This is an optimization exercise on Yosys and OpenROAD, whose aim is small area, a short achievable clock period and few clock cycles, not a production implementation.
The RTL was checked by simulation tests, not by an equivalence proof against the original design.
Power and IR drop assume default switching activity.

==> inputs of job 7617 <==
==> flow/design.v <==
module rsc_viterbi_decoder #(
  parameter int K    = 120,
  parameter int PM_W = 9
) (
  input  logic clock,
  input  logic aclr,
  input  logic start,
  input  logic in_valid,
  input  logic x_in,
  input  logic z_in,
  output logic busy,
  output logic out_valid,
  output logic c_out,
  output logic out_last
);
  localparam int NSYM = K + 3;
  localparam int CW   = $clog2(NSYM + 1);
  localparam int PL   = K - 3;    
  localparam int MW   = 3;        
  logic          busy_r, acc_r, em_r;   
  logic [CW-1:0] cnt;
  logic          phi;
  logic          take, em_last;
  logic          v1, fsh, fa, fb, fl;    
  logic          x1, z1;
  logic [MW-1:0] pm     [8];
  logic          par;
  logic [MW-1:0] pm_nxt [8];
  logic [7:0]    d;
  logic [PL-1:0] st [8];
  logic [7:0]    s0, s1;
  logic          sh;
  logic [3:0]    ta;
  logic [1:0]    tb2;
  logic [2:0]    cur, wfin, hist;
  always_comb begin
    take    = acc_r & in_valid;
    em_last = (cnt == CW'(K - 1));
  end
  always_comb begin
    for (int k = 0; k < 4; k++) begin
      logic [MW-1:0] a, b, ai, bi, dh;
      logic lm, l0, le0, lo, cz, co, ct, dk, dk4, ck, ck4;
      a   = pm[2*k];
      b   = pm[2*k+1];
      dh  = b - a;
      lm  = (dh == 3'b110);
      l0  = dh[2];
      le0 = dh[2] | (dh == 3'b000);
      ai  = a + 3'd1;
      bi  = b + 3'd1;
      lo  = k[0] ^ par;
      co  = x1 ^ z1 ^ k[0] ^ k[1];
      ct  = (x1 ^ k[0]) & (z1 ^ k[1]);
      cz  = !co & !ct;
      dk  = cz ? lm : co ? l0 : le0;
      dk4 = cz ? le0 : co ? l0 : lm;
      ck  = dk  ? (cz | (co & lo)) : (ct | (co & lo));
      ck4 = dk4 ? (ct | (co & lo)) : (cz | (co & lo));
      d[k]   = dk;
      d[k+4] = dk4;
      pm_nxt[k]   = dk  ? (ck  ? bi : b) : (ck  ? ai : a);
      pm_nxt[k+4] = dk4 ? (ck4 ? bi : b) : (ck4 ? ai : a);
    end
  end
  logic       p1a, p1b, p0a, p0b, bita, bitb, p0, bit0, wnext;
  logic [2:0] wa, wb, w;
  always_comb begin
    p1a  = tb2[0];
    p1b  = tb2[1];
    p0a  = ta[{1'b0, p1a}];
    p0b  = ta[{1'b1, p1b}];
    wa   = {1'b0, p1a, p0a};
    wb   = {1'b1, p1b, p0b};
    bita = st[wa][PL-1];
    bitb = st[wb][PL-1];
    w    = d[0] ? wb : wa;
    p0   = d[0] ? p0b : p0a;
    bit0 = (d[0] ? bitb : bita) ^ phi;
    if (cnt < CW'(PL - 1))       wnext = st[cur][PL-2] ^ phi;
    else if (cnt == CW'(PL - 1)) wnext = wfin[0];
    else if (cnt == CW'(PL))     wnext = wfin[1];
    else                         wnext = wfin[2];
  end
  logic fin, shift_next, em_next, em_go;
  logic [2:0] cur_next;
  always_comb begin
    fin        = v1 & fl;
    em_go      = em_r & !em_last;
    em_next    = em_go | fin;
    cur_next   = fin ? w : {1'b0, cur[2:1]};
    shift_next = (v1 & fsh) | em_next;
  end
  always_ff @(posedge clock or posedge aclr) begin
    if (aclr) begin
      busy_r <= 1'b0; busy <= 1'b0; acc_r <= 1'b0; em_r <= 1'b0; cnt <= '0;
      v1 <= 1'b0; fsh <= 1'b0; fa <= 1'b0; fb <= 1'b0; fl <= 1'b0;
      phi <= 1'b0;
      out_valid <= 1'b0; c_out <= 1'b0; out_last <= 1'b0;
    end else begin
      phi <= ~phi;
      v1  <= take;
      fsh <= take & (cnt >= CW'(3)) & (cnt < CW'(K));
      fa  <= take & (cnt == CW'(K));
      fb  <= take & (cnt == CW'(K + 1));
      fl  <= take & (cnt == CW'(K + 2));
      if (!busy_r) begin
        if (start) begin
          busy_r <= 1'b1;
          busy   <= 1'b1;
          acc_r  <= 1'b1;
          cnt    <= '0;
        end
      end else if (take) begin
        cnt <= cnt + 1'b1;
        if (cnt == CW'(NSYM - 1)) acc_r <= 1'b0;
      end
      if (fin) begin
        em_r <= 1'b1;
        cnt  <= '0;
      end
      if (em_r) begin
        if (em_last) begin
          em_r   <= 1'b0;
          busy_r <= 1'b0;
          busy   <= 1'b0;
        end else begin
          cnt <= cnt + 1'b1;
        end
      end
      out_valid <= em_next;
      c_out     <= fin ? bit0 : em_go & (wnext ^ hist[1] ^ hist[0]);
      out_last  <= em_r & (cnt == CW'(K - 2));
    end
  end
  always_ff @(posedge clock) begin
    x1 <= x_in;
    z1 <= z_in;
    if (!busy_r) begin
      pm[0] <= '0;
      for (int i = 1; i < 8; i++) pm[i] <= MW'(2);
      par <= 1'b0;
    end else if (v1) begin
      for (int i = 0; i < 8; i++) pm[i] <= pm_nxt[i];
      par <= par ^ x1 ^ z1;
    end
    if (v1 & fa) ta  <= d[3:0];
    if (v1 & fb) tb2 <= d[1:0];
    if (fin) begin
      wfin <= w;
      hist <= {bit0, 2'b00};
    end else if (em_r) begin
      hist <= {wnext, hist[2:1]};
    end
    cur <= cur_next;
    for (int n = 0; n < 8; n++) begin
      s1[n] <= shift_next & ((v1 & fsh) ? d[n]  : cur_next[0]);
      s0[n] <= shift_next & ((v1 & fsh) ? !d[n] : !cur_next[0]);
    end
    sh <= !shift_next;
    for (int n = 0; n < 8; n++) begin
      st[n][0] <= ~(((s0[n] | s1[n]) & (s1[n] ^ phi)) | (sh & st[n][0]));
      for (int j = 1; j < PL; j++)
        st[n][j] <= ~((s0[n] & st[2*(n%4)][j-1]) | (s1[n] & st[2*(n%4)+1][j-1]) | (sh & st[n][j]));
    end
  end
endmodule
==> flow/run.sh <==
#!/bin/bash
# synth_recipe.tcl (not shown) runs the flow's synth.tcl, then flattens the netlist and writes it again
# the make line also repeats each setting of config.mk as NAME=value (left out here)
make -C /OpenROAD-flow-scripts/flow DESIGN_CONFIG=/design/flow/config.mk WORK_HOME=/design/flow/orfs CLKGATE_MAP_FILE= SYNTH_SCRIPT=/design/flow/synth_recipe.tcl finish
==> flow/config.mk <==
export PLATFORM = sky130hd
export DESIGN_NAME = rsc_viterbi_decoder
export DESIGN_NICKNAME = rsc_viterbi_decoder
export VERILOG_FILES = /design/flow/design.v
export SDC_FILE = /design/flow/constraint.sdc
export NUM_CORES = 4
export LEC_CHECK = 0
export ABC_CLOCK_PERIOD_IN_PS = 2500
export CAP_MARGIN = 20
export CORE_MARGIN = 2
export CORE_UTILIZATION = 72
export CTS_CLUSTER_DIAMETER = 100
export CTS_CLUSTER_SIZE = 30
export SETUP_SLACK_MARGIN = 5
export SLEW_MARGIN = 20
==> flow/constraint.sdc <==
create_clock -name core_clock -period 7.5 [get_ports {clock}]
set_input_delay 1.5000 -clock core_clock [delete_from_list [all_inputs] [get_ports {clock}]]
set_output_delay 1.5000 -clock core_clock [all_outputs]
set_load 0.01 [all_outputs]
==> job 6458: changes against job 7617 <==
==> flow/design.v, changed modules only <==
module rsc_viterbi_decoder #(
  parameter int K    = 120,
  parameter int PM_W = 9
) (
  input  logic clock,
  input  logic aclr,
  input  logic start,
  input  logic in_valid,
  input  logic x_in,
  input  logic z_in,
  output logic busy,
  output logic out_valid,
  output logic c_out,
  output logic out_last
);
  localparam int NSYM = K + 3;
  localparam int CW   = $clog2(NSYM + 1);
  localparam int PL   = K - 3;    
  localparam int MW   = 4;        
  logic          busy_r, acc_r, em_r;   
  logic [CW-1:0] cnt;
  logic          phi;
  logic          take, em_last;
  logic          v1, f0, f1, f2, fsh, fa, fb, fl;    
  logic          x1, z1;
  logic [MW-1:0] pm     [8];
  logic [MW-1:0] pm_nxt [8];
  logic [7:0]    d;
  logic [PL-1:0] st [8];
  logic [7:0]    s0, s1;
  logic          sh;
  logic [3:0]    ta;
  logic [1:0]    tb2;
  logic [2:0]    cur, wfin, hist;
  always_comb begin
    take    = acc_r & in_valid;
    em_last = (cnt == CW'(K - 1));
  end
  always_comb begin
    for (int k = 0; k < 4; k++) begin
      logic [MW-1:0] a, b;
      logic [2:0] dh, ai, bi;
      logic lm, l0, le0, lo, cz, co, ct, dk, dk4, ck, ck4;
      a   = pm[2*k];
      b   = pm[2*k+1];
      dh  = b[3:1] - a[3:1];
      lm  = (dh == 3'b110);
      l0  = dh[2];
      le0 = dh[2] | (dh == 3'b000);
      ai  = a[3:1] + 3'd1;
      bi  = b[3:1] + 3'd1;
      lo  = a[0];
      co  = x1 ^ z1 ^ k[0] ^ k[1];
      ct  = (x1 ^ k[0]) & (z1 ^ k[1]);
      cz  = !co & !ct;
      dk  = cz ? lm : co ? l0 : le0;
      dk4 = cz ? le0 : co ? l0 : lm;
      if (f0 && k == 0) begin dk = 1'b0; dk4 = 1'b0; end
      if (f1 && k[0] == 1'b0) begin dk = 1'b0; dk4 = 1'b0; end
      if (f2) begin dk = 1'b0; dk4 = 1'b0; end
      ck  = dk  ? (cz | (co & lo)) : (ct | (co & lo));
      ck4 = dk4 ? (ct | (co & lo)) : (cz | (co & lo));
      d[k]   = dk;
      d[k+4] = dk4;
      pm_nxt[k]   = {dk  ? (ck  ? bi : b[3:1]) : (ck  ? ai : a[3:1]), lo ^ co};
      pm_nxt[k+4] = {dk4 ? (ck4 ? bi : b[3:1]) : (ck4 ? ai : a[3:1]), lo ^ co};
    end
  end
  logic       p1a, p1b, p0a, p0b, bita, bitb, p0, bit0, wnext;
  logic [2:0] wa, wb, w;
  always_comb begin
    p1a  = tb2[0];
    p1b  = tb2[1];
    p0a  = ta[{1'b0, p1a}];
    p0b  = ta[{1'b1, p1b}];
    wa   = {1'b0, p1a, p0a};
    wb   = {1'b1, p1b, p0b};
    bita = st[wa][PL-1];
    bitb = st[wb][PL-1];
    w    = d[0] ? wb : wa;
    p0   = d[0] ? p0b : p0a;
    bit0 = (d[0] ? bitb : bita) ^ phi;
    if (cnt < CW'(PL - 1))       wnext = st[cur][PL-2] ^ phi;
    else if (cnt == CW'(PL - 1)) wnext = wfin[0];
    else if (cnt == CW'(PL))     wnext = wfin[1];
    else                         wnext = wfin[2];
  end
  logic fin, shift_next, em_next, em_go;
  logic [2:0] cur_next;
  always_comb begin
    fin        = v1 & fl;
    em_go      = em_r & !em_last;
    em_next    = em_go | fin;
    cur_next   = fin ? w : {1'b0, cur[2:1]};
    shift_next = (v1 & fsh) | em_next;
  end
  always_ff @(posedge clock or posedge aclr) begin
    if (aclr) begin
      busy_r <= 1'b0; busy <= 1'b0; acc_r <= 1'b0; em_r <= 1'b0; cnt <= '0;
      v1 <= 1'b0; f0 <= 1'b0; f1 <= 1'b0; f2 <= 1'b0; fsh <= 1'b0; fa <= 1'b0; fb <= 1'b0; fl <= 1'b0;
      phi <= 1'b0;
      out_valid <= 1'b0; c_out <= 1'b0; out_last <= 1'b0;
    end else begin
      phi <= ~phi;
      v1  <= take;
      f0  <= take & (cnt == CW'(0));
      f1  <= take & (cnt == CW'(1));
      f2  <= take & (cnt == CW'(2));
      fsh <= take & (cnt >= CW'(3)) & (cnt < CW'(K));
      fa  <= take & (cnt == CW'(K));
      fb  <= take & (cnt == CW'(K + 1));
      fl  <= take & (cnt == CW'(K + 2));
      if (!busy_r) begin
        if (start) begin
          busy_r <= 1'b1;
          busy   <= 1'b1;
          acc_r  <= 1'b1;
          cnt    <= '0;
        end
      end else if (take) begin
        cnt <= cnt + 1'b1;
        if (cnt == CW'(NSYM - 1)) acc_r <= 1'b0;
      end
      if (fin) begin
        em_r <= 1'b1;
        cnt  <= '0;
      end
      if (em_r) begin
        if (em_last) begin
          em_r   <= 1'b0;
          busy_r <= 1'b0;
          busy   <= 1'b0;
        end else begin
          cnt <= cnt + 1'b1;
        end
      end
      out_valid <= em_next;
      c_out     <= fin ? bit0 : em_go & (wnext ^ hist[1] ^ hist[0]);
      out_last  <= em_r & (cnt == CW'(K - 2));
    end
  end
  always_ff @(posedge clock) begin
    x1 <= x_in;
    z1 <= z_in;
    if (!busy_r) begin
      for (int i = 0; i < 8; i++) pm[i] <= '0;
    end else if (v1) begin
      for (int i = 0; i < 8; i++) pm[i] <= pm_nxt[i];
    end
    if (v1 & fa) ta  <= d[3:0];
    if (v1 & fb) tb2 <= d[1:0];
    if (fin) begin
      wfin <= w;
      hist <= {bit0, 2'b00};
    end else if (em_r) begin
      hist <= {wnext, hist[2:1]};
    end
    cur <= cur_next;
    for (int n = 0; n < 8; n++) begin
      s1[n] <= shift_next & ((v1 & fsh) ? d[n]  : cur_next[0]);
      s0[n] <= shift_next & ((v1 & fsh) ? !d[n] : !cur_next[0]);
    end
    sh <= !shift_next;
    for (int n = 0; n < 8; n++) begin
      st[n][0] <= ~(((s0[n] | s1[n]) & (s1[n] ^ phi)) | (sh & st[n][0]));
      for (int j = 1; j < PL; j++)
        st[n][j] <= ~((s0[n] & st[2*(n%4)][j-1]) | (s1[n] & st[2*(n%4)+1][j-1]) | (sh & st[n][j]));
    end
  end
endmodule
CORE_UTILIZATION = 60   (was 72)
==> job 8041: changes against job 7617 <==
==> flow/design.v, changed modules only <==
module rsc_viterbi_decoder #(
  parameter int K    = 120,
  parameter int PM_W = 9
) (
  input  logic clock,
  input  logic aclr,
  input  logic start,
  input  logic in_valid,
  input  logic x_in,
  input  logic z_in,
  output logic busy,
  output logic out_valid,
  output logic c_out,
  output logic out_last
);
  localparam int NSYM = K + 3;
  localparam int CW   = $clog2(NSYM + 1);
  localparam int PL   = K - 3;    
  localparam int MW   = 4;        
  logic          busy_r, acc_r, em_r;
  logic [CW-1:0] cnt;
  logic          v1, f0, f1, f2, fsh, fa, fb, fl;
  logic          x1, z1;
  logic          phi;
  assign busy = busy_r;
  logic [MW-1:0] pm     [8];
  logic [MW-1:0] pm_nxt [8];
  logic [7:0]    d;
  logic [PL-1:0] st [8];
  logic [7:0]    s0, s1;
  logic          sh;
  logic [3:0]    ta;
  logic [1:0]    tb2;
  logic [2:0]    cur, wfin, hist;
  function automatic logic [1:0] bm0(logic [2:0] n, logic x, logic z);
    logic u, ze;
    u  = n[2] ^ n[0];
    ze = u ^ n[0] ^ n[1];
    bm0 = {1'b0, x ^ u} + {1'b0, z ^ ze};
  endfunction
  always_comb begin
    for (int k = 0; k < 4; k++) begin
      logic signed [MW-1:0] dl;
      logic lt_m2, lt_0, lt_p2;
      dl    = pm[2*k+1] - pm[2*k];
      lt_m2 = dl < -2;
      lt_0  = dl < 0;
      lt_p2 = dl < 2;
      for (int h = 0; h < 2; h++) begin
        logic [2:0] n;
        logic [1:0] b0, b1;
        logic dd;
        n  = 3'(k + 4*h);
        b0 = bm0(n, x1, z1);
        b1 = 2'd2 - b0;
        dd = (b0 == 2'd0) ? lt_m2 : (b0 == 2'd1) ? lt_0 : lt_p2;
        if (f0 && k == 0) dd = 1'b0;
        if (f1 && n[0] == 1'b0) dd = 1'b0;
        if (f2) dd = 1'b0;
        d[n] = dd;
        pm_nxt[n] = dd ? pm[2*k+1] + MW'(b1) : pm[2*k] + MW'(b0);
      end
    end
  end
  logic       p2, p1, p0;
  logic [2:0] w;
  logic       bit0, wnext;
  logic [1:0] i1;
  always_comb begin
    p2   = d[0];
    p1   = p2 ? tb2[1] : tb2[0];
    i1   = {p2, p1};
    p0   = ta[i1];
    w    = {p2, p1, p0};
    bit0 = st[w][PL-1] ^ phi;
    if (cnt < CW'(PL - 1))      wnext = st[cur][PL-2] ^ phi;
    else if (cnt == CW'(PL - 1)) wnext = wfin[0];
    else if (cnt == CW'(PL))     wnext = wfin[1];
    else                         wnext = wfin[2];
  end
  logic acc_now, shift_next, em_next;
  logic [2:0] cur_next;
  always_comb begin
    acc_now    = acc_r & in_valid;
    em_next    = (em_r & !(cnt == CW'(K - 1))) | (v1 & fl);
    cur_next   = (v1 & fl) ? w : {1'b0, cur[2:1]};
    shift_next = (v1 & fsh) | em_next;
  end
  always_ff @(posedge clock or posedge aclr) begin
    if (aclr) begin
      busy_r <= 1'b0; acc_r <= 1'b0; em_r <= 1'b0; cnt <= '0;
      v1 <= 1'b0; f0 <= 1'b0; f1 <= 1'b0; f2 <= 1'b0; fsh <= 1'b0; fa <= 1'b0; fb <= 1'b0; fl <= 1'b0;
      phi <= 1'b0;
      out_valid <= 1'b0; c_out <= 1'b0; out_last <= 1'b0;
    end else begin
      phi <= ~phi;
      v1  <= acc_now;
      f0  <= acc_now & (cnt == CW'(0));
      f1  <= acc_now & (cnt == CW'(1));
      f2  <= acc_now & (cnt == CW'(2));
      fsh <= acc_now & (cnt >= CW'(3)) & (cnt < CW'(K));
      fa  <= acc_now & (cnt == CW'(K));
      fb  <= acc_now & (cnt == CW'(K + 1));
      fl  <= acc_now & (cnt == CW'(K + 2));
      if (!busy_r) begin
        if (start) begin
          busy_r <= 1'b1;
          acc_r  <= 1'b1;
          cnt    <= '0;
        end
      end else if (acc_r) begin
        if (in_valid) begin
          cnt <= cnt + 1'b1;
          if (cnt == CW'(NSYM - 1)) acc_r <= 1'b0;
        end
      end
      if (v1 & fl) begin
        em_r      <= 1'b1;
        cnt       <= '0;
        out_valid <= 1'b1;
        c_out     <= bit0;
        out_last  <= 1'b0;
      end
      if (em_r) begin
        if (cnt == CW'(K - 1)) begin
          em_r      <= 1'b0;
          busy_r    <= 1'b0;
          out_valid <= 1'b0;
          c_out     <= 1'b0;
          out_last  <= 1'b0;
        end else begin
          cnt      <= cnt + 1'b1;
          c_out    <= wnext ^ hist[1] ^ hist[0];
          out_last <= (cnt == CW'(K - 2));
        end
      end
    end
  end
  always_ff @(posedge clock) begin
    x1 <= x_in;
    z1 <= z_in;
    if (!busy_r) begin
      for (int i = 0; i < 8; i++) pm[i] <= '0;
    end else if (v1) begin
      for (int i = 0; i < 8; i++) pm[i] <= pm_nxt[i];
    end
    if (v1 & fa) ta  <= d[3:0];
    if (v1 & fb) tb2 <= d[1:0];
    if (v1 & fl) begin
      wfin <= w;
      hist <= {bit0, 2'b00};
    end else if (em_r) begin
      hist <= {wnext, hist[2:1]};
    end
    cur <= cur_next;
    for (int n = 0; n < 8; n++) begin
      s1[n] <= shift_next & ((v1 & fsh) ? d[n] : cur_next[0]);
      s0[n] <= shift_next & ((v1 & fsh) ? !d[n] : !cur_next[0]);
    end
    sh <= !shift_next;
    for (int n = 0; n < 8; n++) begin
      st[n][0] <= ~(((s0[n] | s1[n]) & (s1[n] ^ phi)) | (sh & st[n][0]));
      for (int j = 1; j < PL; j++)
        st[n][j] <= ~((s0[n] & st[2*(n%4)][j-1]) | (s1[n] & st[2*(n%4)+1][j-1]) | (sh & st[n][j]));
    end
  end
endmodule
ABC_CLOCK_PERIOD_IN_PS = unset   (was 2500)
CORE_UTILIZATION = 40   (was 72)
CTS_CLUSTER_DIAMETER = unset   (was 100)
CTS_CLUSTER_SIZE = unset   (was 30)
SETUP_SLACK_MARGIN = unset   (was 5)
==> job 8454: changes against job 7617 <==
==> flow/design.v, changed modules only <==
module rsc_viterbi_decoder #(
  parameter int K    = 120,
  parameter int PM_W = 9
) (
  input  logic clock,
  input  logic aclr,
  input  logic start,
  input  logic in_valid,
  input  logic x_in,
  input  logic z_in,
  output logic busy,
  output logic out_valid,
  output logic c_out,
  output logic out_last
);
  localparam int NSYM = K + 3;
  localparam int CW   = $clog2(NSYM + 1);
  localparam int PL   = K - 3;    
  localparam int MW   = 3;        
  logic          idle_r, acc_r, em_r;   
  logic          busy_r, busy_nx;
  logic [CW-1:0] cnt;
  logic          phi;
  logic          take, em_last;
  logic          v1, fsh, fa, fb, fl;    
  logic          x1, z1;
  logic [MW-1:0] pm     [8];
  logic          par;
  logic [MW-1:0] pm_nxt [8];
  logic [7:0]    d;
  logic [PL-1:0] st [8];
  logic [7:0]    s0, s1;
  logic          sh;
  logic [3:0]    ta;
  logic [1:0]    tb2;
  logic [2:0]    cur, hist;
  always_comb begin
    busy_r  = !idle_r;
    take    = acc_r & in_valid;
    em_last = (cnt == CW'(K - 1));
  end
  always_comb begin
    for (int k = 0; k < 4; k++) begin
      logic [MW-1:0] a, b, ai, bi, dh;
      logic lm, l0, le0, lo, cz, co, ct, dk, dk4, ck, ck4;
      a   = pm[2*k];
      b   = pm[2*k+1];
      dh  = b - a;
      lm  = (dh == 3'b110);
      l0  = dh[2];
      le0 = dh[2] | (dh == 3'b000);
      ai  = a + 3'd1;
      bi  = b + 3'd1;
      lo  = k[0] ^ par;
      co  = x1 ^ z1 ^ k[0] ^ k[1];
      ct  = (x1 ^ k[0]) & (z1 ^ k[1]);
      cz  = !co & !ct;
      dk  = cz ? lm : co ? l0 : le0;
      dk4 = cz ? le0 : co ? l0 : lm;
      ck  = dk  ? (cz | (co & lo)) : (ct | (co & lo));
      ck4 = dk4 ? (ct | (co & lo)) : (cz | (co & lo));
      d[k]   = dk;
      d[k+4] = dk4;
      pm_nxt[k]   = dk  ? (ck  ? bi : b) : (ck  ? ai : a);
      pm_nxt[k+4] = dk4 ? (ck4 ? bi : b) : (ck4 ? ai : a);
    end
  end
  logic       p1a, p1b, p0a, p0b, bita, bitb, p0, bit0, wnext;
  logic [2:0] wa, wb, w;
  always_comb begin
    p1a  = tb2[0];
    p1b  = tb2[1];
    p0a  = ta[{1'b0, p1a}];
    p0b  = ta[{1'b1, p1b}];
    wa   = {1'b0, p1a, p0a};
    wb   = {1'b1, p1b, p0b};
    bita = st[wa][PL-1];
    bitb = st[wb][PL-1];
    w    = d[0] ? wb : wa;
    p0   = d[0] ? p0b : p0a;
    bit0 = (d[0] ? bitb : bita) ^ phi;
    if (cnt < CW'(PL - 1)) wnext = st[cur][PL-2] ^ phi;
    else                   wnext = cur[1];
  end
  logic fin, shift_next, em_next, em_go;
  logic [2:0] cur_next;
  always_comb begin
    fin        = v1 & fl;
    em_go      = em_r & !em_last;
    em_next    = em_go | fin;
    cur_next   = fin ? w : {cur[0], cur[2:1]};
    shift_next = (v1 & fsh) | em_next;
    busy_nx    = busy_r ? !(em_r & em_last) : start;
  end
  always_ff @(posedge clock or posedge aclr) begin
    if (aclr) begin
      idle_r <= 1'b1; busy <= 1'b0; acc_r <= 1'b0; em_r <= 1'b0; cnt <= '0;
      v1 <= 1'b0; fsh <= 1'b0; fa <= 1'b0; fb <= 1'b0; fl <= 1'b0;
      phi <= 1'b0;
      out_valid <= 1'b0; c_out <= 1'b0; out_last <= 1'b0;
    end else begin
      phi <= ~phi;
      busy   <= busy_nx;
      idle_r <= !busy_nx;
      v1  <= take;
      fsh <= take & (cnt >= CW'(3)) & (cnt < CW'(K));
      fa  <= take & (cnt == CW'(K));
      fb  <= take & (cnt == CW'(K + 1));
      fl  <= take & (cnt == CW'(K + 2));
      if (!busy_r) begin
        if (start) begin
          acc_r  <= 1'b1;
          cnt    <= '0;
        end
      end else if (take) begin
        cnt <= cnt + 1'b1;
        if (cnt == CW'(NSYM - 1)) acc_r <= 1'b0;
      end
      if (fin) begin
        em_r <= 1'b1;
        cnt  <= '0;
      end
      if (em_r) begin
        if (em_last) begin
          em_r   <= 1'b0;
        end else begin
          cnt <= cnt + 1'b1;
        end
      end
      out_valid <= em_next;
      c_out     <= fin ? bit0 : em_go & (wnext ^ hist[1] ^ hist[0]);
      out_last  <= em_r & (cnt == CW'(K - 2));
    end
  end
  always_ff @(posedge clock) begin
    x1 <= x_in;
    z1 <= z_in;
    if (!busy_r) begin
      pm[0] <= '0;
      for (int i = 1; i < 8; i++) pm[i] <= MW'(2);
      par <= 1'b0;
    end else if (v1) begin
      for (int i = 0; i < 8; i++) pm[i] <= pm_nxt[i];
      par <= par ^ x1 ^ z1;
    end
    if (v1 & fa) ta  <= d[3:0];
    if (v1 & fb) tb2 <= d[1:0];
    hist <= fin ? {bit0, 2'b00} : {wnext, hist[2:1]};
    cur <= cur_next;
    for (int n = 0; n < 8; n++) begin
      s1[n] <= shift_next & ((v1 & fsh) ? d[n]  : (n >= 4));
      s0[n] <= shift_next & ((v1 & fsh) ? !d[n] : (n < 4));
    end
    sh <= !shift_next;
    for (int n = 0; n < 8; n++) begin
      st[n][0] <= ~(((s0[n] | s1[n]) & (s1[n] ^ phi)) | (sh & st[n][0]));
      for (int j = 1; j < PL; j++)
        st[n][j] <= ~((s0[n] & st[2*(n%4)][j-1]) | (s1[n] & st[2*(n%4)+1][j-1]) | (sh & st[n][j]));
    end
  end
endmodule
CORE_UTILIZATION = 60   (was 72)
SETUP_SLACK_MARGIN = 4.9   (was 5)
==> comparison <==
- Worst setup slack: job 7617 is worse than job 8454 (0.028 ns).
- Synthesized area, lowest first: job 8454, job 7617, job 6458, job 8041.
- In job 8454 the sequential power is lower than in job 7617, by about 4%.
- The highest cell count belongs to job 8041, the lowest to job 7617.
- Between job 8454 and job 8041, the lower critical path depth is in job 8454 (gap 1).
- In job 7617 the clock skew is lower than in job 6458, by 0.019 ns.
- Register-to-register slack: job 8041 is lower than job 8454 (0.15 ns).
==> figures <==
	job 8041	job 7617	job 8454	job 6458
Routed via count	28008	26266	25660	26110
Full die area	90700 µm²	48900 µm²	57800 µm²	58800 µm²
Met2 Use GR	33.0%	53.6%	49.8%	47.4%
Fraction of final layout cells sized beyond drive strength 1	8.59%	5.66%	5.65%	6.50%
CP max-delay cell	clkdlybuf4s50_1	or4b_4	dfrtp_1	dfrtp_1
Mapped Nets	2898	2702	2661	2723
Overall power of the completed layout	22.4 mW	18.1 mW	17.0 mW	20.0 mW
Outcome	no timing/DRC/antenna violations	no timing/DRC/antenna violations	no timing/DRC/antenna violations	no timing/DRC/antenna violations
Pre-CTS setup slack	4.47 ns	4.40 ns	4.31 ns	4.36 ns
Fin util	45.3%	75.1%	63.2%	63.2%
DP HPWL	50.8 mm	44.0 mm	45.7 mm	46.9 mm
Avg Inst Size Synth	12.5 µm²	12.7 µm²	12.8 µm²	12.7 µm²
Global-route total usage across every layer	20.9%	33.0%	29.6%	29.6%
Initial detailed-routing violation count	7600	7638	6956	7345
Clock buffer cells	152	44	45	45
Terminating pin of the worst hold path	st[2][116]	st[2][116]	hist[1]	st[2][116]
Testbench counts of job 7617, summed over its fixed seeds: cycles 47,040.
Testbench counts of job 6458, summed over its fixed seeds: cycles 47,040.
Testbench counts of job 8041, summed over its fixed seeds: cycles 47,040.
Testbench counts of job 8454, summed over its fixed seeds: cycles 47,040.

==> afterwards: timing with drivers on the ports <==
Ports are ideal in the flow. The routed layouts listed here were re-timed in OpenROAD.
Step 1: set_driving_cell puts a clkbuf_16 on clock and a buf_2 on each other input, an assumption about the parent block.
Step 2 also shifts input and output timing later by t, the mid clock arrival at the registers, as if the neighbouring blocks saw the same clock.
Slacks: ideal / step 1 / step 2; pairs: ideal / step 1.
run	shift t [ns]	setup WS [ns]	worst setup path at the end	latest minus earliest clock arrival (ns)
job 7617	0.667	4.828 / 4.803 / 4.491	input to register	0.028 / 0.027
job 6458	0.674	4.837 / 4.773 / 4.501	input to register	0.047 / 0.047
job 8041	0.724	4.003 / 3.935 / 4.430	input to register	0.033 / 0.032
job 8454	0.664	4.856 / 4.791 / 4.383	input to register	0.031 / 0.032
After both steps setup and hold are still met in every run listed. The setup slack of job 8454, which loses most, moves by -0.065 ns with the drivers and by -0.473 ns with both steps.
